From an optimization exercise on the open Yosys and OpenROAD flow, aimed at a short achievable clock period and few clock cycles; shortcuts taken in it are not production practice.
The RTL was checked by simulation tests, not by an equivalence proof against the original design.
Power is estimated from default activity; no workload was simulated.

`flow/design.v`:
```
	localparam logic [3:0] OP_ADD = 4'h0;
	localparam logic [3:0] OP_SUB = 4'h1;
	localparam logic [3:0] OP_XOR = 4'h2;
	localparam logic [3:0] OP_LW  = 4'h8;
	localparam logic [3:0] OP_SW  = 4'h9;
	localparam logic [3:0] OP_LLB = 4'hA;
	localparam logic [3:0] OP_LHB = 4'hB;
	localparam logic [3:0] OP_B   = 4'hC;
	localparam logic [3:0] OP_HLT = 4'hF;
	localparam logic [2:0] COND_NE = 3'b000;
	localparam logic [2:0] COND_EQ = 3'b001;
	localparam logic [2:0] COND_GT = 3'b010;
	localparam logic [2:0] COND_LT = 3'b011;
	localparam logic [2:0] COND_AL = 3'b111;
	localparam int MEM_WORDS = 64;
	localparam int MEM_AW    = 6;
module cpu_top (
	input  logic      clk,
	input  logic      arst_n,
	input  logic      imem_we,
	input  logic [7:0] imem_addr,
	input  logic [15:0]     imem_wdata,
	input  logic [3:0]  dbg_sel,
	output logic [15:0]     dbg_data,
	output logic      hlt,
	output logic [15:0]     pc
);
	localparam logic [3:0] OP_ADD = 4'h0;
	localparam logic [3:0] OP_SUB = 4'h1;
	localparam logic [3:0] OP_XOR = 4'h2;
	localparam logic [3:0] OP_LW  = 4'h8;
	localparam logic [3:0] OP_SW  = 4'h9;
	localparam logic [3:0] OP_LLB = 4'hA;
	localparam logic [3:0] OP_LHB = 4'hB;
	localparam logic [3:0] OP_B   = 4'hC;
	localparam logic [3:0] OP_HLT = 4'hF;
	localparam logic [2:0] COND_NE = 3'b000;
	localparam logic [2:0] COND_EQ = 3'b001;
	localparam logic [2:0] COND_GT = 3'b010;
	localparam logic [2:0] COND_LT = 3'b011;
	localparam logic [2:0] COND_AL = 3'b111;
	localparam int MEM_WORDS = 64;
	localparam int MEM_AW    = 6;
	localparam int P_BR  = 16;   
	localparam int P_HLT = 17;
	localparam int P_RA  = 18;   
	localparam int P_RB  = 22;   
	localparam int P_UA  = 26;   
	localparam int P_UB  = 27;   
	localparam int P_WE  = 28;   
	localparam int P_SET = 29;   
	localparam int P_MEM = 30;   
	localparam int P_SW  = 31;
	localparam int P_AS  = 32;   
	localparam int PW    = 33;
	localparam int I_BR  = 16;
	localparam int I_HLT = 17;
	localparam int I_SET = 18;
	localparam int I_TGT = 19;
	localparam int I_SP  = 25;
	localparam int IW    = 26;
	localparam int S_PT = PW;
	localparam int S_EX = PW + 1;
	localparam int SW   = PW + 2;
	function automatic logic [PW-1:0] predecode(input logic [15:0] ins);
		logic [3:0] op;
		logic [PW-1:0] p;
		op = ins[15:12];
		p = '0;
		p[15:0]  = ins;
		p[P_BR]  = (op == OP_B) && (ins[8:0] != 9'd0);
		p[P_HLT] = (op == OP_HLT);
		p[P_RA +: 4] = ins[7:4];
		p[P_RB +: 4] = ins[3:0];
		p[P_UA]  = (op == OP_ADD) || (op == OP_SUB) || (op == OP_XOR) || (op == OP_LW) || (op == OP_SW);
		p[P_UB]  = (op == OP_ADD) || (op == OP_SUB) || (op == OP_XOR) || (op == OP_SW);
		if (op == OP_LLB || op == OP_LHB) begin
			p[P_RA +: 4] = ins[11:8];
			p[P_UA] = 1'b1;
		end
		if (op == OP_SW) p[P_RB +: 4] = ins[11:8];
		p[P_WE]  = (op == OP_ADD) || (op == OP_SUB) || (op == OP_XOR) || (op == OP_LW) ||
		           (op == OP_LLB) || (op == OP_LHB);
		p[P_SET] = (op == OP_ADD) || (op == OP_SUB) || (op == OP_XOR);
		p[P_MEM] = (op == OP_LW) || (op == OP_SW);
		p[P_SW]  = (op == OP_SW);
		p[P_AS]  = (op == OP_ADD) || (op == OP_SUB);
		predecode = p;
	endfunction
	function automatic logic [15:0] add16(input logic [15:0] a, input logic [15:0] b, input logic cin);
		logic [15:0] p, g, gn, pn, pp;
		p  = a ^ b;
		g  = a & b;
		g[0] = g[0] | (p[0] & cin);
		pp = p;
		for (int d = 1; d < 16; d = d * 2) begin
			gn = g;
			pn = pp;
			for (int i = d; i < 16; i++) begin
				gn[i] = g[i] | (pp[i] & g[i - d]);
				pn[i] = pp[i] & pp[i - d];
			end
			g  = gn;
			pp = pn;
		end
		add16 = p ^ {g[14:0], cin};
	endfunction
	logic          wq_we;
	logic [5:0]    wq_addr;
	logic [63:0]   wq_oh;
	logic [15:0]   wq_data;
	logic          first_q;
	always_ff @(posedge clk) begin
		wq_we   <= imem_we;
		wq_addr <= imem_addr[MEM_AW-1:0];
		wq_oh   <= 64'd1 << imem_addr[MEM_AW-1:0];
		wq_data <= imem_wdata;
	end
	logic [IW-1:0] imem [MEM_WORDS];
	logic [IW-1:0] wr_word;
	logic [5:0]    wr_tgt;
	logic          wr_sp;
	logic [PW-1:0] wr_pd;
	assign wr_pd  = predecode(wq_data);
	assign wr_tgt = wq_addr + 6'd1 + wq_data[5:0];
	always_comb begin
		case (wq_data[11:9])
			COND_NE: wr_sp = 1'b1;
			COND_GT: wr_sp = wq_data[8];
			COND_AL: wr_sp = 1'b1;
			default: wr_sp = 1'b0;
		endcase
	end
	assign wr_word = {wr_pd[P_BR] && wr_sp, wr_tgt, wr_pd[P_SET], wr_pd[P_HLT], wr_pd[P_BR], wq_data};
	always_ff @(posedge clk) begin
		for (int i = 0; i < MEM_WORDS; i++) begin
			if (wq_we && wq_oh[i]) imem[i] <= wr_word;
		end
	end
	logic          f_run;
	logic [63:0]   fp;
	logic          s0v;
	logic          s1v;
	logic [SW-1:0] s0;
	logic [SW-1:0] s1;
	logic [14:0]   d_w;      
	logic [14:0]   nwb_q;
	logic [14:0]   nwo_q;
	logic [15:0]   nw_sum;
	assign nw_sum = add16({1'b0, nwb_q}, {1'b0, nwo_q}, 1'b0);
	logic        eav, ebv;
	logic [3:0]  ea_op, eb_op;
	logic [3:0]  ea_dst, eb_dst;
	logic        ea_we, eb_we;
	logic        ea_set, eb_set;
	logic        ea_as, eb_as;
	logic        ea_sw, eb_sw;
	logic        e_same;
	logic        e_za;
	logic        e_chain;
	logic        e_bra;
	logic [7:0]  ea_mhi, ea_mlo, eb_mhi, eb_mlo;
	logic [15:0] ea_a, ea_b, eb_a, eb_b;
	logic [1:0]  ea_fa, ea_fb, eb_fa, eb_fb;   
	logic [7:0]  ea_imm, eb_imm;
	logic        e_br;
	logic        e_pt;
	logic        e_ex;
	logic [2:0]  e_cond;
	logic [14:0] e_walt;
	logic [63:0] e_walt_oh;
	logic        x_br;
	logic [2:0]  x_cond;
	logic        x_pt;
	logic [14:0] x_walt;
	logic [63:0] x_walt_oh;
	logic        sba_v, sbb_v;
	logic [7:0]  sba_hi, sba_lo, sbb_hi, sbb_lo;
	logic [15:0] sba_d, sbb_d;
	logic [5:0]  ea_midx, eb_midx;
	logic [1:0]  e_fwa, e_fwb;
	logic [15:0] resa_q;
	logic [15:0] resb_q;
	logic [2:0]  flags;    
	logic        hlt_q;
	logic [15:0] pc_q;
	logic [15:0] dbg_q;
	logic [15:0] rf [16];
	logic        wa_v, wb_v;
	logic [3:0]  wa_dst, wb_dst;
	logic [15:0] wa_d, wb_d;
	logic [15:0] dmem [MEM_WORDS];
	logic [7:0] ctab;
	assign ctab = {1'b1, 3'b000, flags[2], !flags[0] && !flags[2], flags[0], !flags[0]};
	logic [IW-1:0] fw0, fw1;
	logic [63:0]   fp_n1;
	logic [63:0]   fp_n2;
	assign fp_n1 = {fp[62:0], fp[63]};
	assign fp_n2 = {fp[61:0], fp[63:62]};
	always_comb begin
		fw0 = '0;
		fw1 = '0;
		for (int i = 0; i < MEM_WORDS; i++) begin
			fw0 = fw0 | ({IW{fp[i]}} & imem[i]);
			fw1 = fw1 | ({IW{fp_n1[i]}} & imem[i]);
		end
	end
	logic br0, br1, hl0, hl1, pt0, pt1, fk, fk1, w1v;
	assign br0 = fw0[I_BR];
	assign br1 = fw1[I_BR];
	assign hl0 = fw0[I_HLT];
	assign hl1 = fw1[I_HLT];
	assign fk  = 1'b0;
	assign fk1 = 1'b0;
	assign pt0 = fw0[I_SP];
	assign pt1 = fw1[I_SP];
	assign w1v = !pt0 && !hl0;
	logic [SW-1:0] fs0, fs1;
	assign fs0 = {fk, pt0, predecode(fw0[15:0])};
	assign fs1 = {fk1, pt1, predecode(fw1[15:0])};
	logic [63:0] tgt0_oh, tgt1_oh;
	assign tgt0_oh = 64'd1 << fw0[I_TGT +: 6];
	assign tgt1_oh = 64'd1 << fw1[I_TGT +: 6];
	logic [3:0] op0, op1, dst0, dst1;
	logic [3:0] ra0, rb0, ra1, rb1;
	assign op0  = s0[15:12];
	assign op1  = s1[15:12];
	assign dst0 = s0[11:8];
	assign dst1 = s1[11:8];
	assign ra0  = s0[P_RA +: 4];
	assign rb0  = s0[P_RB +: 4];
	assign ra1  = s1[P_RA +: 4];
	assign rb1  = s1[P_RB +: 4];
	function automatic logic e_writes(input logic [3:0] r);
		e_writes = (eav && ea_we && ea_dst == r) || (ebv && eb_we && eb_dst == r);
	endfunction
	logic replay;
	logic pair;
	logic x_next;
	assign replay = s0v && (s0[P_MEM] && e_writes(ra0) || s0[P_HLT] && x_next);
	logic lb0, lb1, chain;
	assign lb0   = (op0 == OP_LLB) || (op0 == OP_LHB);
	assign lb1   = (op1 == OP_LLB) || (op1 == OP_LHB);
	assign chain = lb0 && lb1 && (ra1 == dst0);
	assign pair = s0v && s1v && !s0[P_HLT] && !s1[P_HLT] &&
	              !(s0[P_BR] && s1[P_BR]) &&
	              (chain || !(s0[P_WE] && ((s1[P_UA] && ra1 == dst0) || (s1[P_UB] && rb1 == dst0)))) &&
	              !(s1[P_MEM] && e_writes(ra1));
	function automatic logic [15:0] rdreg(input logic [3:0] r);
		if (wb_v && wb_dst == r) rdreg = wb_d;
		else if (wa_v && wa_dst == r) rdreg = wa_d;
		else rdreg = rf[r];
	endfunction
	logic [15:0] rva0, rvb0, rva1, rvb1;
	assign rva0 = rdreg(ra0);
	assign rvb0 = rdreg(rb0);
	assign rva1 = rdreg(ra1);
	assign rvb1 = rdreg(rb1);
	logic [5:0] midx0, midx1;
	logic [5:0] off0, off1;
	assign off0 = {{2{s0[3]}}, s0[3:0]};
	assign off1 = {{2{s1[3]}}, s1[3:0]};
	logic [15:0] madd0, madd1;
	assign madd0 = add16({10'd0, rva0[6:1]}, {10'd0, {2{s0[3]}}, s0[3:0]}, 1'b0);
	assign madd1 = add16({10'd0, rva1[6:1]}, {10'd0, {2{s1[3]}}, s1[3:0]}, 1'b0);
	assign midx0 = madd0[5:0];
	assign midx1 = madd1[5:0];
	function automatic logic [1:0] fwd(input logic [3:0] r);
		if (ebv && eb_we && eb_dst == r) fwd = 2'b10;
		else if (eav && ea_we && ea_dst == r) fwd = 2'b01;
		else fwd = 2'b00;
	endfunction
	logic [14:0] succ0;
	logic [14:0] succ1;
	logic [14:0] w_nt0, w_tk0, w_nt1, w_tk1;
	logic [15:0] a_nt0, a_tk0, a_nt1, a_tk1, a_s1;
	assign a_nt0 = add16({1'b0, d_w}, 16'd1, 1'b0);
	assign a_tk0 = add16({1'b0, d_w}, {{7{s0[8]}}, s0[8:0]}, 1'b1);
	assign a_nt1 = add16({1'b0, d_w}, 16'd2, 1'b0);
	assign a_tk1 = add16({1'b0, d_w}, {{7{s1[8]}}, s1[8:0]} + 16'd1, 1'b1);
	assign a_s1  = add16({1'b0, d_w}, (s0[S_PT] ? {{7{s0[8]}}, s0[8:0]} : (s1[S_PT] ? {{7{s1[8]}}, s1[8:0]} : 16'd0)) + 16'd1, 1'b1);
	assign w_nt0 = a_nt0[14:0];
	assign w_tk0 = a_tk0[14:0];
	assign w_nt1 = a_nt1[14:0];
	assign w_tk1 = a_tk1[14:0];
	assign succ0 = s0[S_PT] ? w_tk0 : w_nt0;
	assign succ1 = a_s1[14:0];
	logic        gb;
	logic        bsel1;
	logic [2:0]  b_cond;
	logic        b_pt;
	logic        b_ex;
	logic [14:0] b_nt;
	logic [14:0] b_tk;
	assign bsel1  = !s0[P_BR];
	assign gb     = !replay && (s0v && s0[P_BR] || pair && s1[P_BR]);
	assign b_cond = bsel1 ? s1[11:9] : s0[11:9];
	assign b_pt   = bsel1 ? s1[S_PT] : s0[S_PT];
	assign b_ex   = bsel1 ? s1[S_EX] : s0[S_EX];
	assign b_nt   = bsel1 ? w_nt1 : w_nt0;
	assign b_tk   = bsel1 ? w_tk1 : w_tk0;
	logic [14:0] nwo_tk, nwo_nt;
	logic [14:0] b_off;
	assign b_off  = bsel1 ? {{6{s1[8]}}, s1[8:0]} : {{6{s0[8]}}, s0[8:0]};
	assign nwo_nt = bsel1 ? 15'd2 : 15'd1;
	assign nwo_tk = b_off + nwo_nt;
	logic [15:0] xaa, xab, xba, xbb;
	logic        za, zb;
	logic        d_known;
	logic        d_act;
	logic        d_redir;
	logic        e_redir;
	logic        x_redir;
	function automatic logic [15:0] opnd(input logic [1:0] f, input logic [15:0] v);
		opnd = f[1] ? resb_q : (f[0] ? resa_q : v);
	endfunction
	assign xaa = opnd(ea_fa, ea_a);
	assign xab = opnd(ea_fb, ea_b);
	assign xba = opnd(eb_fa, eb_a);
	assign xbb = opnd(eb_fb, eb_b);
	function automatic logic zfast(input logic [3:0] op, input logic [15:0] a, input logic [15:0] b);
		if (op == OP_ADD) zfast = ((a ^ b) == {a[14:0] | b[14:0], 1'b0});
		else zfast = (a == b);
	endfunction
	assign za = zfast(ea_op, xaa, xab);
	assign zb = zfast(eb_op, xba, xbb);
	logic eas, ebs;
	assign eas = eav && ea_set && !x_redir;
	assign ebs = ebx && eb_set;
	assign d_act   = ctab[b_cond];
	assign d_known = !(eav && ea_set) && !(ebv && eb_set) ||
	                 (b_cond == COND_AL) || (b_cond[2] && b_cond != COND_AL);
	logic g_set;
	assign g_set = bsel1 && s0[P_SET];
	assign d_redir = gb && !b_ex && !g_set && d_known && (d_act != b_pt) && !e_redir && !x_redir;
	logic [14:0] d_rw;
	assign d_rw = d_act ? b_tk : b_nt;
	logic [63:0] tk_oh, nt_oh;
	assign tk_oh = 64'd1 << b_tk[5:0];
	assign nt_oh = 64'd1 << b_nt[5:0];
	logic [15:0] e_lda, e_ldb, e_rdb;
	always_comb begin
		e_lda = '0;
		e_rdb = '0;
		for (int i = 0; i < MEM_WORDS; i++) begin
			e_lda = e_lda | ({16{ea_mhi[i / 8] && ea_mlo[i % 8]}} & dmem[i]);
			e_rdb = e_rdb | ({16{eb_mhi[i / 8] && eb_mlo[i % 8]}} & dmem[i]);
		end
	end
	logic [15:0] e_lda_m, e_rdb_m;
	assign e_lda_m = e_fwa[1] ? sbb_d : (e_fwa[0] ? sba_d : e_lda);
	assign e_rdb_m = e_fwb[1] ? sbb_d : (e_fwb[0] ? sba_d : e_rdb);
	assign e_same  = (ea_midx == eb_midx);
	assign e_ldb   = (ea_sw && e_same) ? xab : e_rdb_m;
	function automatic logic [15:0] alu(input logic [3:0] op, input logic [15:0] a,
	                                    input logic [15:0] b, input logic [7:0] imm,
	                                    input logic [15:0] ld);
		case (op)
			OP_SUB:  alu = add16(a, ~b, 1'b1);
			OP_XOR:  alu = a ^ b;
			OP_LW:   alu = ld;
			OP_LLB:  alu = {a[15:8], imm};
			OP_LHB:  alu = {imm, a[7:0]};
			default: alu = add16(a, b, 1'b0);
		endcase
	endfunction
	function automatic logic vflag(input logic [3:0] op, input logic [15:0] a,
	                               input logic [15:0] b, input logic [15:0] r);
		if (op == OP_SUB) vflag = (a[15] != b[15]) && (r[15] != a[15]);
		else vflag = (a[15] == b[15]) && (r[15] != a[15]);
	endfunction
	logic [15:0] resa, resb, resa_lb, resb_ch;
	assign resa = alu(ea_op, xaa, xab, ea_imm, e_lda_m);
	assign resa_lb = {(ea_op == OP_LHB) ? ea_imm : xaa[15:8], (ea_op == OP_LLB) ? ea_imm : xaa[7:0]};
	assign resb_ch = {(eb_op == OP_LHB) ? eb_imm : resa_lb[15:8], (eb_op == OP_LLB) ? eb_imm : resa_lb[7:0]};
	assign resb = e_chain ? resb_ch : alu(eb_op, xba, xbb, eb_imm, e_ldb);
	logic e_redir_a;
	logic e_redir_b;
	logic ebx;
	assign e_redir_a = eav && e_br && e_bra && !e_ex && (ctab[e_cond] != e_pt) && !x_redir;
	assign e_redir_b = eav && e_br && !e_bra && !e_za && !e_ex && (ctab[e_cond] != e_pt) && !x_redir;
	assign e_redir   = e_redir_a || e_redir_b;
	assign x_next    = eav && e_br && !e_bra && e_za && !e_ex && !x_redir;
	assign x_redir   = x_br && (ctab[x_cond] != x_pt);
	assign ebx = ebv && !e_redir_a && !x_redir;
	logic hlt_set;
	assign hlt_set = s0v && s0[P_HLT] && !e_redir && !x_redir && !x_next && !hlt_q;
	logic keep1;
	assign keep1 = s0v && s1v && !pair;
	logic f_go;
	assign f_go = f_run && !(first_q && wq_we && (wq_oh[0] || wq_oh[1]));
	logic [63:0] fp_seq;
	logic        go, go2;
	assign go  = f_go && !hlt_q;
	assign go2 = go && !keep1;
	always_comb begin
		fp_seq = ({64{!go}} & fp) |
		         ({64{go && pt0}} & tgt0_oh) |
		         ({64{go && !pt0 && (!go2 || hl0)}} & fp_n1) |
		         ({64{go2 && !pt0 && !hl0 && pt1}} & tgt1_oh) |
		         ({64{go2 && !pt0 && !hl0 && !pt1}} & fp_n2);
	end
	logic        redir;
	logic [63:0] redir_oh;
	assign redir    = x_redir || e_redir || replay || d_redir;
	assign redir_oh = x_redir ? x_walt_oh : (e_redir ? e_walt_oh : (replay ? (64'd1 << d_w[5:0]) : (d_act ? tk_oh : nt_oh)));
	always_ff @(posedge clk or negedge arst_n) begin
		if (!arst_n) begin
			f_run <= 1'b1;
			first_q <= 1'b1;
			fp    <= 64'd1;
			s0v   <= 1'b0;
			s1v   <= 1'b0;
			eav   <= 1'b0;
			ebv   <= 1'b0;
			x_br  <= 1'b0;
			nwb_q <= '0;
			nwo_q <= '0;
			flags <= '0;
			hlt_q <= 1'b0;
			pc_q  <= '0;
		end else begin
			first_q <= 1'b0;
			fp <= redir ? redir_oh : fp_seq;
			if (redir) begin
				nwb_q <= x_redir ? x_walt : (e_redir ? e_walt : d_w);
				nwo_q <= (x_redir || e_redir || replay) ? 15'd0 : (d_act ? nwo_tk : nwo_nt);
				f_run <= 1'b1;
				s0v   <= 1'b0;
				s1v   <= 1'b0;
			end else if (hlt_q) begin
				s0v <= 1'b0;
				s1v <= 1'b0;
			end else if (keep1) begin
				s0v <= 1'b1;
				s1v <= f_go;
				if (f_go) f_run <= !hl0;
			end else begin
				s0v <= f_go;
				s1v <= f_go && w1v;
				if (f_go) f_run <= w1v ? !hl1 : !hl0;
			end
			eav <= s0v && !x_redir && !e_redir && !hlt_q && !replay;
			ebv <= pair && !x_redir && !e_redir && !hlt_q && !replay && !(d_redir && !bsel1);
			x_br <= x_next;
			sba_v <= eav && ea_sw && !x_redir;
			sbb_v <= ebx && eb_sw;
			if (ebs) flags[0] <= zb;
			else if (eas) flags[0] <= za;
			if (ebx && eb_as) begin
				flags[2] <= resb[15];
				flags[1] <= vflag(eb_op, xba, xbb, resb);
			end else if (eas && ea_as) begin
				flags[2] <= resa[15];
				flags[1] <= vflag(ea_op, xaa, xab, resa);
			end
			if (hlt_set) begin
				hlt_q <= 1'b1;
				pc_q  <= {d_w, 1'b0};
			end
		end
	end
	logic wa_set, wb_set;
	assign wa_set = eav && !x_redir && ea_we;
	assign wb_set = ebx && eb_we;
	always_ff @(posedge clk or negedge arst_n) begin
		if (!arst_n) begin
			wa_v <= 1'b0;
			wb_v <= 1'b0;
		end else begin
			wa_v <= wa_set;
			wb_v <= wb_set;
		end
	end
	always_ff @(posedge clk) begin
		wa_dst <= ea_dst;
		wb_dst <= eb_dst;
		wa_d <= resa;
		wb_d <= resb;
	end
	always_ff @(posedge clk or negedge arst_n) begin
		if (!arst_n) begin
			for (int i = 0; i < 16; i++) rf[i] <= '0;
		end else begin
			for (int i = 0; i < 16; i++) begin
				if (wb_v && wb_dst == 4'(i)) rf[i] <= wb_d;
				else if (wa_v && wa_dst == 4'(i)) rf[i] <= wa_d;
			end
		end
	end
	always_ff @(posedge clk) begin
		for (int i = 0; i < MEM_WORDS; i++) begin
			if (sbb_v && sbb_hi[i / 8] && sbb_lo[i % 8]) dmem[i] <= sbb_d;
			else if (sba_v && sba_hi[i / 8] && sba_lo[i % 8]) dmem[i] <= sba_d;
		end
	end
	always_ff @(posedge clk) begin
		if (keep1) begin
			s0 <= s1;
			s1 <= fs0;
			d_w <= succ0;
		end else begin
			s0 <= fs0;
			s1 <= fs1;
			d_w <= !s0v ? nw_sum[14:0] : (pair ? succ1 : succ0);
		end
		resa_q <= resa;
		resb_q <= resb;
		ea_op  <= op0;
		eb_op  <= op1;
		ea_dst <= dst0;
		eb_dst <= dst1;
		ea_we  <= s0[P_WE];
		eb_we  <= s1[P_WE];
		ea_set <= s0[P_SET];
		eb_set <= s1[P_SET];
		ea_as  <= s0[P_AS];
		eb_as  <= s1[P_AS];
		ea_sw  <= s0[P_SW];
		eb_sw  <= s1[P_SW];
		e_za   <= g_set;
		e_chain <= chain;
		e_bra  <= !bsel1;
		ea_a   <= rva0;
		ea_b   <= rvb0;
		eb_a   <= rva1;
		eb_b   <= rvb1;
		ea_fa  <= fwd(ra0);
		ea_fb  <= fwd(rb0);
		eb_fa  <= fwd(ra1);
		eb_fb  <= fwd(rb1);
		ea_imm <= s0[7:0];
		eb_imm <= s1[7:0];
		ea_mhi <= 8'd1 << midx0[5:3];
		ea_mlo <= 8'd1 << midx0[2:0];
		eb_mhi <= 8'd1 << midx1[5:3];
		eb_mlo <= 8'd1 << midx1[2:0];
		e_br   <= gb;
		e_pt   <= (d_known && !g_set) ? d_act : b_pt;
		e_ex   <= b_ex || (d_known && !g_set);
		e_cond <= b_cond;
		e_walt <= ((d_known && !g_set) ? d_act : b_pt) ? b_nt : b_tk;
		e_walt_oh <= ((d_known && !g_set) ? d_act : b_pt) ? nt_oh : tk_oh;
		x_cond    <= e_cond;
		x_pt      <= e_pt;
		x_walt    <= e_walt;
		x_walt_oh <= e_walt_oh;
		sba_hi <= ea_mhi;
		sba_lo <= ea_mlo;
		sba_d  <= xab;
		sbb_hi <= eb_mhi;
		sbb_lo <= eb_mlo;
		sbb_d  <= xbb;
		ea_midx <= midx0;
		eb_midx <= midx1;
		e_fwa <= {eb_sw && ebv && (eb_midx - off0) == rva0[6:1], ea_sw && eav && (ea_midx - off0) == rva0[6:1]};
		e_fwb <= {eb_sw && ebv && (eb_midx - off1) == rva1[6:1], ea_sw && eav && (ea_midx - off1) == rva1[6:1]};
		dbg_q  <= rdreg(dbg_sel);
	end
	assign hlt      = hlt_q;
	assign pc       = pc_q;
	assign dbg_data = dbg_q;
endmodule
```
`flow/constraint.sdc`:
```
create_clock -name core_clock -period 6.0 [get_ports {clk}]
set_input_delay 1.2000 -clock core_clock [delete_from_list [all_inputs] [get_ports {clk}]]
set_output_delay 1.2000 -clock core_clock [all_outputs]
set_load 0.01 [all_outputs]
```
`flow/config.mk`:
```
export PLATFORM = sky130hd
export DESIGN_NAME = cpu_top
export DESIGN_NICKNAME = cpu_top
export VERILOG_FILES = /design/flow/design.v
export SDC_FILE = /design/flow/constraint.sdc
export NUM_CORES = 4
export LEC_CHECK = 0
export ABC_CLOCK_PERIOD_IN_PS = 1500
export CAP_MARGIN = 20
export CORE_MARGIN = 2
export CORE_UTILIZATION = 35
export MIN_ROUTING_LAYER = met2
export PLACE_DENSITY = 0.5
export SETUP_SLACK_MARGIN = 2.8
export SLEW_MARGIN = 20
export TNS_END_PERCENT = 20
```
`flow/run.sh`:
```
#!/bin/bash
# synth_recipe.tcl (not shown) runs the flow's synth.tcl, then flattens the netlist and writes it again
# the make line also repeats each setting of config.mk as NAME=value (left out here)
make -C /OpenROAD-flow-scripts/flow DESIGN_CONFIG=/design/flow/config.mk WORK_HOME=/design/flow/orfs CLKGATE_MAP_FILE= SYNTH_SCRIPT=/design/flow/synth_recipe.tcl finish
```
==> flow_metrics.py, run 1 <==
metrics = {
    "floorplan": {
        "die_y_um": 724,
        "ioPinCount": 64,
        "num_rows": 264,
        "initial_core_util": 0.351,
        "die_w_um": 724,
    },
    "synth": {
        "yosys_warnings": 4,
        "netlist.area_leader.share": 0.424,
        "synth-edff-count": 2562,
        "seq_area_frac_synth": 0.544,
        "yosys.area.top_type": "edfxtp_1",
        "synthCells": 15600,
        "yosys_most_used_dff": "edfxtp_1",
        "synth_cell_type_count": 114,
        "synthArstFlopShare": 0.106,
        "ys_ff_latch": 3558,
        "postSynthAreaPerCell_sq_um": 11.6,
        "ys_top_cells_by_area": "edfxtp_1, mux2_2, dfxtp_1",
        "syn-cell-area_sq_um": 182000,
    },
    "outcome": {
        "error": "[ERROR GRT-0116] Global routing finished with congestion. Check the congestion regions in the DRC Viewer.",
        "stop_stage": "global routing",
        "outcome": "stopped before the end",
    },
    "global_route": {
        "grt_pass1_vias": 279000,
        "grt_pass1_wl_mm": 2300,
        "gr-total-overflow": 9866,
        "grt_max_degree": 127,
        "grt_use_total": 0.950,
    },
    "clock_tree": {
        "clockRootBuffer": "clkbuf_16",
        "cts_made_buffers": 414,
        "cts_buffer_depth": 4,
        "htreeDepth": 5,
        "cts_hold_buf": 0,
        "clock-sinks": 3558,
    },
    "place": {
        "dp_hpwl_mm": 888,
        "place_inst": 22000,
        "pre_cts_ws_ns": 0.899,
        "gp_congestion": 1.20,
        "port_buffers": 60,
    },
}
[cells in the mapped netlist (all sizes together), types with 92 or more instances]
master / number
ha: 191
nor3: 184
xor2: 113
clkbuf: 1134
nand2: 939
nand4: 407
dfxtp: 619
inv: 192
mux2i: 352
and2: 208
nor2: 697
a222oi: 92
buf: 413
mux2: 1105
a21oi: 626
a22o: 937
o21ai: 403
a221oi: 962
xnor2: 161
dfrtp: 374
a22oi: 1081
o22ai: 109
nand3: 509
edfxtp: 2562
[timing repair]
action / CTS
cloned: 16
endpoints found under the setup margin: 835
setup buffers: 865
gates resized for setup: 1580
pin swaps: 376
[stage by stage]
stage          area [sq um]   util
3_5_place_dp         194000  0.375
3_3_place_gp         194000  0.375
4_1_cts              224000  0.433
2_1_floorplan        182000      -
[logic make-up after synthesis]
kind of cell               Yosys count  share of synthesized area
AOI/OAI and AO/OA                 4964                      0.208
DFF                               3558                      0.544
and+or+nand+nor                   3405                     0.0929
buffers and inverters             1746                     0.0391
muxes                             1457                     0.0879
xor gates and xnor gates           274                     0.0133
adders and majority gates          206                     0.0148
other                                1                  0.0000207
[power by group through the flow]
stage               clock, W  sequential (W)  combinational (W)
CTS                   0.0266          0.0265           0.000582
detailed placement         0          0.0270           0.000580
global placement           0          0.0270           0.000570
floorplan                  0          0.0270           0.000164
[routing by layer]
layer / GRT usage / overflow
met1: - / -
met2: 0.946 / 1746
met3: 1.01 / 5961
met4: 0.856 / 1192
met5: 0.936 / 967
[worst max-delay path by stage]
stage | start | end | slack, ns | cells past startpoint
after floorplan | ea_fb[0] | resa_q[14] | 2.21 | 16
after global placement | s0[19] | ea_mhi[5] | 0.87 | 16
after detailed placement | s0[19] | ea_mhi[5] | 0.90 | 16
after CTS | fp[5] | s1[16] | 2.44 | 12
Testbench counts, summed over its fixed seeds: cycles 13,730.
==> inputs of run 2 (changes only) <==
--- a/flow/config.mk
+++ b/flow/config.mk
@@ -9,7 +9,6 @@
 export CAP_MARGIN = 20
 export CORE_MARGIN = 2
 export CORE_UTILIZATION = 35
-export MIN_ROUTING_LAYER = met2
 export PLACE_DENSITY = 0.5
 export SETUP_SLACK_MARGIN = 2.8
 export SLEW_MARGIN = 20
==> flow_metrics.py, run 2 <==
metrics = {
    "layout": {
        "drive_gt1_frac": 0.294,
        "regMostFlops": "imem",
        "final_common_cell": "edfxtp_1",
        "final_cell_mix": "edfxtp_1, buf_4, mux2_2",
        "nets": 16600,
        "area_delta_synth_final_pct": 23.7,
        "top_regs": "imem x1536, dmem x1024, rf x256",
        "fin_cells": 23900,
        "largest_reg_flops": 1536,
        "final_core_util": 0.434,
    },
    "worst_setup_path": {
        "worstPathRequired_ns": 6.83,
        "path_class": "reg2reg",
        "arrival_ns": 4.55,
        "critPathMaxFanout": 8,
        "cp-start-kind": "flip-flop",
        "r2r_slack_ns": 2.28,
        "critPathCaptureType": "flip-flop",
    },
    "sta": {
        "slew_headroom": 0.0517,
        "drv_slew": 0,
        "setup_violations": 0,
        "fin_tns_setup_ns": 0,
        "clock.fmax_mhz": 269,
        "rsz0062_at_grt": "yes",
        "setup_slack_ns": 2.28,
        "tightest_slew_ns": 1.42,
        "fin_skew_ns": 0.167,
        "timing.final.crit_share": 0.620,
        "min_period_ns": 3.72,
        "hold_viol_final": 0,
    },
    "place": {
        "place_inst": 22000,
        "gp_congestion": 1.06,
        "pre_cts_ws_ns": 1.18,
        "port_buffers": 60,
        "dp_hpwl_mm": 728,
    },
    "synth": {
        "ys_ff_latch": 3558,
        "synth_top_family_by_area": "compound AO/OA/AOI/OAI gates",
        "seq_area_frac_synth": 0.544,
        "synthCells": 15600,
        "synth-edff-count": 2562,
        "postSynthAreaPerCell_sq_um": 11.6,
        "yosys.area_share.adder": 0.0148,
        "synth_cell_type_count": 114,
        "synthArstFlopShare": 0.106,
        "synth_most_common_cell": "edfxtp_1",
        "synth_compound_area_frac": 0.208,
        "syn-cell-area_sq_um": 182000,
        "netlist.area_leader.share": 0.424,
        "yosys_warnings": 4,
        "yosys.area.top_type": "edfxtp_1",
        "synthXorXnorAreaFrac": 0.0133,
        "ys_top_cells_by_area": "edfxtp_1, mux2_2, dfxtp_1",
        "yosys-top-cells-count": "edfxtp_1, clkbuf_1, mux2_2",
        "synth-simple-area-share": 0.0929,
        "yosys_most_used_dff": "edfxtp_1",
        "synthMuxAreaShare": 0.0879,
    },
    "clock_tree": {
        "worst_skew_pair.late_latency_ns": 1.16,
        "cts_hold_buf": 0,
        "cts_made_buffers": 405,
        "cts_tree": "done",
        "clock-sinks": 3558,
        "cts_buffer_depth": 4,
        "clockRootBuffer": "clkbuf_16",
        "clk_pin_slew_ns": 0.06,
        "htreeDepth": 5,
    },
    "global_route": {
        "grt_use_total": 0.454,
        "gr-total-overflow": 0,
        "grt_pass1_wl_mm": 1590,
        "grt_antenna_before_repair": 135,
        "grt_max_degree": 139,
        "grt_pass1_vias": 159000,
    },
    "power_and_ir_drop": {
        "power_w": 0.0541,
        "cellPowerDensity_nw_per_um2": 241,
        "leakagePower_nw": 79.0,
        "peakVddDrop_mv": 0.269,
    },
    "floorplan": {
        "initial_core_util": 0.351,
        "die_w_um": 724,
        "num_rows": 264,
        "die_y_um": 724,
        "ioPinCount": 64,
        "die_area_sq_um": 525000,
        "coreArea_sq_um": 517000,
    },
    "detailed_routing": {
        "drt_iter0_drc": 41800,
        "ant_nets": 0,
        "wirelength_mm": 1260,
        "avgViaCountPerCell": 7.68,
        "num_vias": 183000,
        "wire_per_inst_um": 52.7,
        "drt_pass1_iterations": 14,
        "drc": 0,
    },
    "hold_path": {
        "hp-class": "in2async",
    },
    "job": {
        "maxCapViolCount": 0,
    },
    "outcome": {
        "outcome": "timing/DRC/antenna clean",
    },
}
[run 2: cell counts after synthesis]
Identical to the previous run, type by type.
[run 2: cell type report]
cell class	instances	area [sq um]
repair inverters	1	5.00
diodes	192	480
repair buffers	1912	19300
fillers	48000	292000
flip-flops and latches	3558	99300
well taps	6916	8650
clock buffers	519	11000
multi-input cells	10300	82100
clock inverters	245	2960
inverters	199	806
[run 2: repair_timing]
action,4_1_cts,5_1_grt
hold endpoints to repair,0,0
resized for setup,1033,729
pin swaps,202,281
buffers inserted,550,360
gates cloned,16,17
endpoints found under the setup margin,478,466
[run 2: stage by stage]
stage	hold slack [ns]	cell area (sq um)
final	0.102	225000
after global routing	0.115	224000
after CTS	0.0948	217000
after detailed placement	0.312	193000
after global placement	0.313	193000
after floorplan	0.310	182000
[run 2: critical path, stage by stage, from the launching register on]
cell and delay [ns]:
dfxtp_2 0.41, buf_4 0.23, and2_1 0.18, buf_4 0.25, a222oi_1 0.70, o221ai_1 0.43, nor4_1 0.45, a221oi_1 0.14
buf_4 0.23, a21oi_1 0.32, o211ai_1 0.18
[run 2: logic make-up after synthesis]
kind of cell    after synthesis
compound gates             4964
xor+xnor                    274
fa+ha+maj                   206
buf+inv                    1746
flops                      3558
mux                        1457
other cells                   1
simple gates               3405
[run 2: path summary, 6_finish.rpt]
kind	from	end	cells past startpoint
max	ea_mlo[1]	resa_q[9]	10
max in group asynchronous	arst_n	rf[8][11]	2
min	arst_n	wa_v	1
min in group core_clock	s1[32]	eb_as	0
min reg2reg	s1[32]	eb_as	0
max reg2reg	ea_mlo[1]	resa_q[9]	10
[run 2: report_power, final]
part           internal (W)  total (W)  switching [W]
logic             0.0000904   0.000612       0.000521
registers            0.0264     0.0265      0.0000658
clock network        0.0153     0.0270         0.0117
total                0.0418     0.0541         0.0123
[run 2: metal layers]
layer  vias to the layer above  wire [um]  global-route usage
met5                         -       1740              0.0278
met4                        71     134000               0.359
li1                      64300          -                   -
met2                     21400     474000               0.595
met1                     90600     434000               0.547
met3                      6781     213000               0.240
==> inputs of run 3 (changes only) <==
==> flow/config.mk (replaced) <==
export PLATFORM = sky130hd
export DESIGN_NAME = cpu_top
export DESIGN_NICKNAME = cpu_top
export VERILOG_FILES = /design/flow/design.v
export SDC_FILE = /design/flow/constraint.sdc
export NUM_CORES = 4
export LEC_CHECK = 0
export ABC_CLOCK_PERIOD_IN_PS = 1000
export CAP_MARGIN = 20
export CORE_MARGIN = 2
export CORE_UTILIZATION = 40
export PLACE_DENSITY = 0.55
export SETUP_SLACK_MARGIN = 2.9
export SLEW_MARGIN = 20
export TNS_END_PERCENT = 20
==> flow_metrics.py, run 3 <==
metrics = {
    "detailed_routing": {
        "num_vias": 185000,
        "avgViaCountPerCell": 8.10,
        "ant_nets": 0,
        "drt_pass1_iterations": 14,
        "wirelength_mm": 1240,
        "drt_iter0_drc": 42300,
        "drc": 0,
        "wire_per_inst_um": 54.4,
    },
    "synth": {
        "netlist.area_leader.share": 0.424,
        "ys_ff_latch": 3558,
        "synthCells": 15600,
        "yosys.area.top_type": "edfxtp_1",
        "synthArstFlopShare": 0.106,
        "seq_area_frac_synth": 0.544,
        "synth_most_common_cell": "edfxtp_1",
        "yosys-top-cells-count": "edfxtp_1, clkbuf_1, mux2_2",
        "ys_top_cells_by_area": "edfxtp_1, mux2_2, dfxtp_1",
        "syn-cell-area_sq_um": 182000,
        "yosys_most_used_dff": "edfxtp_1",
        "yosys_warnings": 4,
        "postSynthAreaPerCell_sq_um": 11.6,
        "synth-edff-count": 2562,
        "synth_cell_type_count": 114,
    },
    "sta": {
        "fin_skew_ns": 0.199,
        "whs_ns": 0.239,
        "hold_viol_final": 0,
        "rsz0062_at_grt": "yes",
        "clock.fmax_mhz": 268,
        "tightest_slew_ns": 1.44,
        "slew_headroom": 0.0391,
        "min_period_ns": 3.72,
        "fin_tns_setup_ns": 0,
        "timing.final.crit_share": 0.621,
        "setup_violations": 0,
        "drv_slew": 0,
    },
    "layout": {
        "fillers": 40200,
        "final_core_util": 0.492,
        "fin_cells": 22900,
        "drive_gt1_frac": 0.293,
        "regMostFlops": "imem",
        "top_regs": "imem x1536, dmem x1024, rf x256",
        "nets": 16600,
        "final_cell_mix": "edfxtp_1, buf_4, mux2_2",
        "final_common_cell": "edfxtp_1",
        "area_delta_synth_final_pct": 22.5,
        "largest_reg_flops": 1536,
    },
    "floorplan": {
        "die_w_um": 678,
        "ioPinCount": 64,
        "die_area_sq_um": 459000,
        "initial_core_util": 0.401,
        "coreArea_sq_um": 452000,
        "num_rows": 247,
        "die_y_um": 678,
    },
    "power_and_ir_drop": {
        "cellPowerDensity_nw_per_um2": 237,
        "p_sw_w": 0.0120,
        "seqPwrFrac": 0.503,
        "peakVddDrop_mv": 0.272,
        "leakagePower_nw": 78.7,
        "combPwrFrac": 0.012,
        "p_int_w": 0.0406,
        "p_sw_frac": 0.228,
        "clock_power_share": 0.486,
    },
    "clock_tree": {
        "clock-sinks": 3558,
        "clockRootBuffer": "clkbuf_16",
        "cts_tree": "done",
        "cts_buffer_depth": 4,
        "worst_skew_pair.late_latency_ns": 1.15,
        "clk_pin_slew_ns": 0.06,
        "htreeDepth": 5,
        "cts_made_buffers": 397,
    },
    "global_route": {
        "grt_pass1_vias": 160000,
        "grt_max_degree": 103,
        "grt_antenna_before_repair": 152,
        "grt_use_total": 0.512,
        "gr-total-overflow": 0,
        "grt_pass1_wl_mm": 1580,
    },
    "worst_setup_path": {
        "slowest_delay_ns": 0.59,
        "path_class": "reg2reg",
        "worst-r2r-cell-count": 10,
        "slowest_stage": "a221oi_1",
        "cp.depth": 10,
        "arrival_ns": 4.56,
        "r2r-start": "ea_mlo[4]",
        "cp-start-kind": "flip-flop",
        "crit_family": "compound AO/OA/AOI/OAI gates",
        "crit_buf_inv": 2,
        "rr_endpoint": "resa_q[2]",
        "critPathCaptureType": "flip-flop",
        "cp_cell_sequence": "and2_1 > buf_4 > a22o_1 > a221oi_1 > nand3_1 > nor4_2 > a221oi_1 > a21oi_1 > buf_4 > o221ai_1",
        "r2r_slack_ns": 2.28,
        "worstPathRequired_ns": 6.84,
        "critPathMaxFanout": 12,
    },
    "job": {
        "maxCapViolCount": 0,
    },
    "place": {
        "dp_hpwl_mm": 739,
        "port_buffers": 60,
        "place_inst": 21000,
        "gp_congestion": 1.09,
    },
    "hold_path": {
        "hp-class": "in2async",
    },
    "outcome": {
        "outcome": "timing/DRC/antenna clean",
    },
}
==> run 3: cell counts after synthesis <==
Identical to the previous run, type by type.
==> run 3: per-stage QoR <==
stage | instance area, sq um | worst slack [ns] | power, W
2_1_floorplan | 182000 | 2.54 | 0.0272
3_3_place_gp | 192000 | 1.11 | 0.0276
3_5_place_dp | 192000 | 1.08 | 0.0276
4_1_cts | 216000 | 2.56 | 0.0523
5_1_grt | 222000 | 2.35 | 0.0533
6_report | 222000 | 2.28 | 0.0527
==> run 3: logic make-up (layout without fill, tap and decap cells) <==
kind of cell             Yosys count  after routing  share of synthesized area
buffers and inverters           1746           2807                     0.0391
flip-flops                      3558           3558                      0.544
AND/OR/NAND/NOR                 3405           3409                     0.0929
XOR/XNOR                         274            275                     0.0133
adder cells (fa/ha/maj)          206            206                     0.0148
multiplexers                    1457           1457                     0.0879
other                              1            218                  0.0000207
AO/OA/AOI/OAI                   4964           4966                      0.208
==> run 3: how the worst max path moves through the flow <==
stage                 endpoint       from  slack (ns)
finish               resa_q[2]  ea_mlo[4]        2.28
global route            fp[39]      fp[1]        2.35
CTS                     s1[22]     fp[15]        2.56
detailed placement       fp[0]     s1[20]        1.08
global placement         fp[0]     s1[20]        1.11
floorplan           resa_q[14]   ea_fa[0]        2.54
==> run 3: final cells by class <==
class / instances / area [sq um] / area share
Sequential cell: 3558 / 99300 / 0.446
Multi-Input combinational cell: 10300 / 82300 / 0.370
Timing Repair Buffer: 1868 / 18900 / 0.0850
Clock buffer: 517 / 10900 / 0.0488
Tap cell: 5976 / 7480 / 0.0336
Clock inverter: 223 / 2250 / 0.0101
Inverter: 199 / 817 / 0.00367
Antenna cell: 216 / 541 / 0.00243
==> run 3: power by group through the flow <==
stage | logic [W] | registers (W) | clock network [W]
detailed placement | 0.000569 | 0.0270 | 0
global route | 0.000629 | 0.0265 | 0.0262
CTS | 0.000569 | 0.0265 | 0.0253
floorplan | 0.000164 | 0.0270 | 0
global placement | 0.000567 | 0.0270 | 0
finish | 0.000619 | 0.0265 | 0.0256
==> run 3: what timing repair did <==
action / in CTS / in global routing
buffers inserted: 573 / 293
hold endpoints to repair: 0 / 0
cloned: 16 / 19
pin swaps: 230 / 258
hold buffers: 0 / 0
setup endpoints to repair: 504 / 649
gates resized for setup: 1260 / 700
==> run 3: metal layers <==
layer  wire [um]  vias up  global-route usage
li1            -    64200                   -
met1      426000    91000               0.617
met2      452000    22600               0.649
met3      228000     7323               0.305
met4      134000      126               0.392
met5        3650        -              0.0426
==> run 3: worst reg2reg max path: stages, from the launching register on <==
cell and delay [ns]:
dfxtp_4 0.46, and2_1 0.22, buf_4 0.26, a22o_1 0.39
a221oi_1 0.59, nand3_1 0.23, nor4_2 0.48, a221oi_1 0.25
a21oi_1 0.19, buf_4 0.26, o221ai_1 0.14

port drivers added, routing unchanged:
How much do the figures lean on ideal ports? The routed layouts below were timed once more, with nothing changed but the port constraints. Step 1: set_driving_cell puts a clkbuf_16 on clk and a buf_2 on each other input, an assumption about the parent block. Step 2 also shifts input and output timing later by t, the mid clock arrival at the registers, as if the neighbouring blocks saw the same clock. a / b / c = ideal / step 1 / step 2; a / b = the first two.
run | shift t [ns] | setup WS [ns] | clock arrival spread, ns | slew at the worst register clock pin (ns) | worst data-port slew with drivers (ns)
run 2 | 1.212 | 2.279 / 2.279 / 1.792 | 0.185 / 0.185 | 0.08 / 0.08 | 0.08
run 3 | 1.181 | 2.275 / 2.275 / 1.696 | 0.201 / 0.200 | 0.08 / 0.08 | 0.08
After both steps setup and hold are still met in every run listed. The setup slack of run 3, which loses most, moves by 0.000 ns with the drivers and by -0.579 ns with both steps.
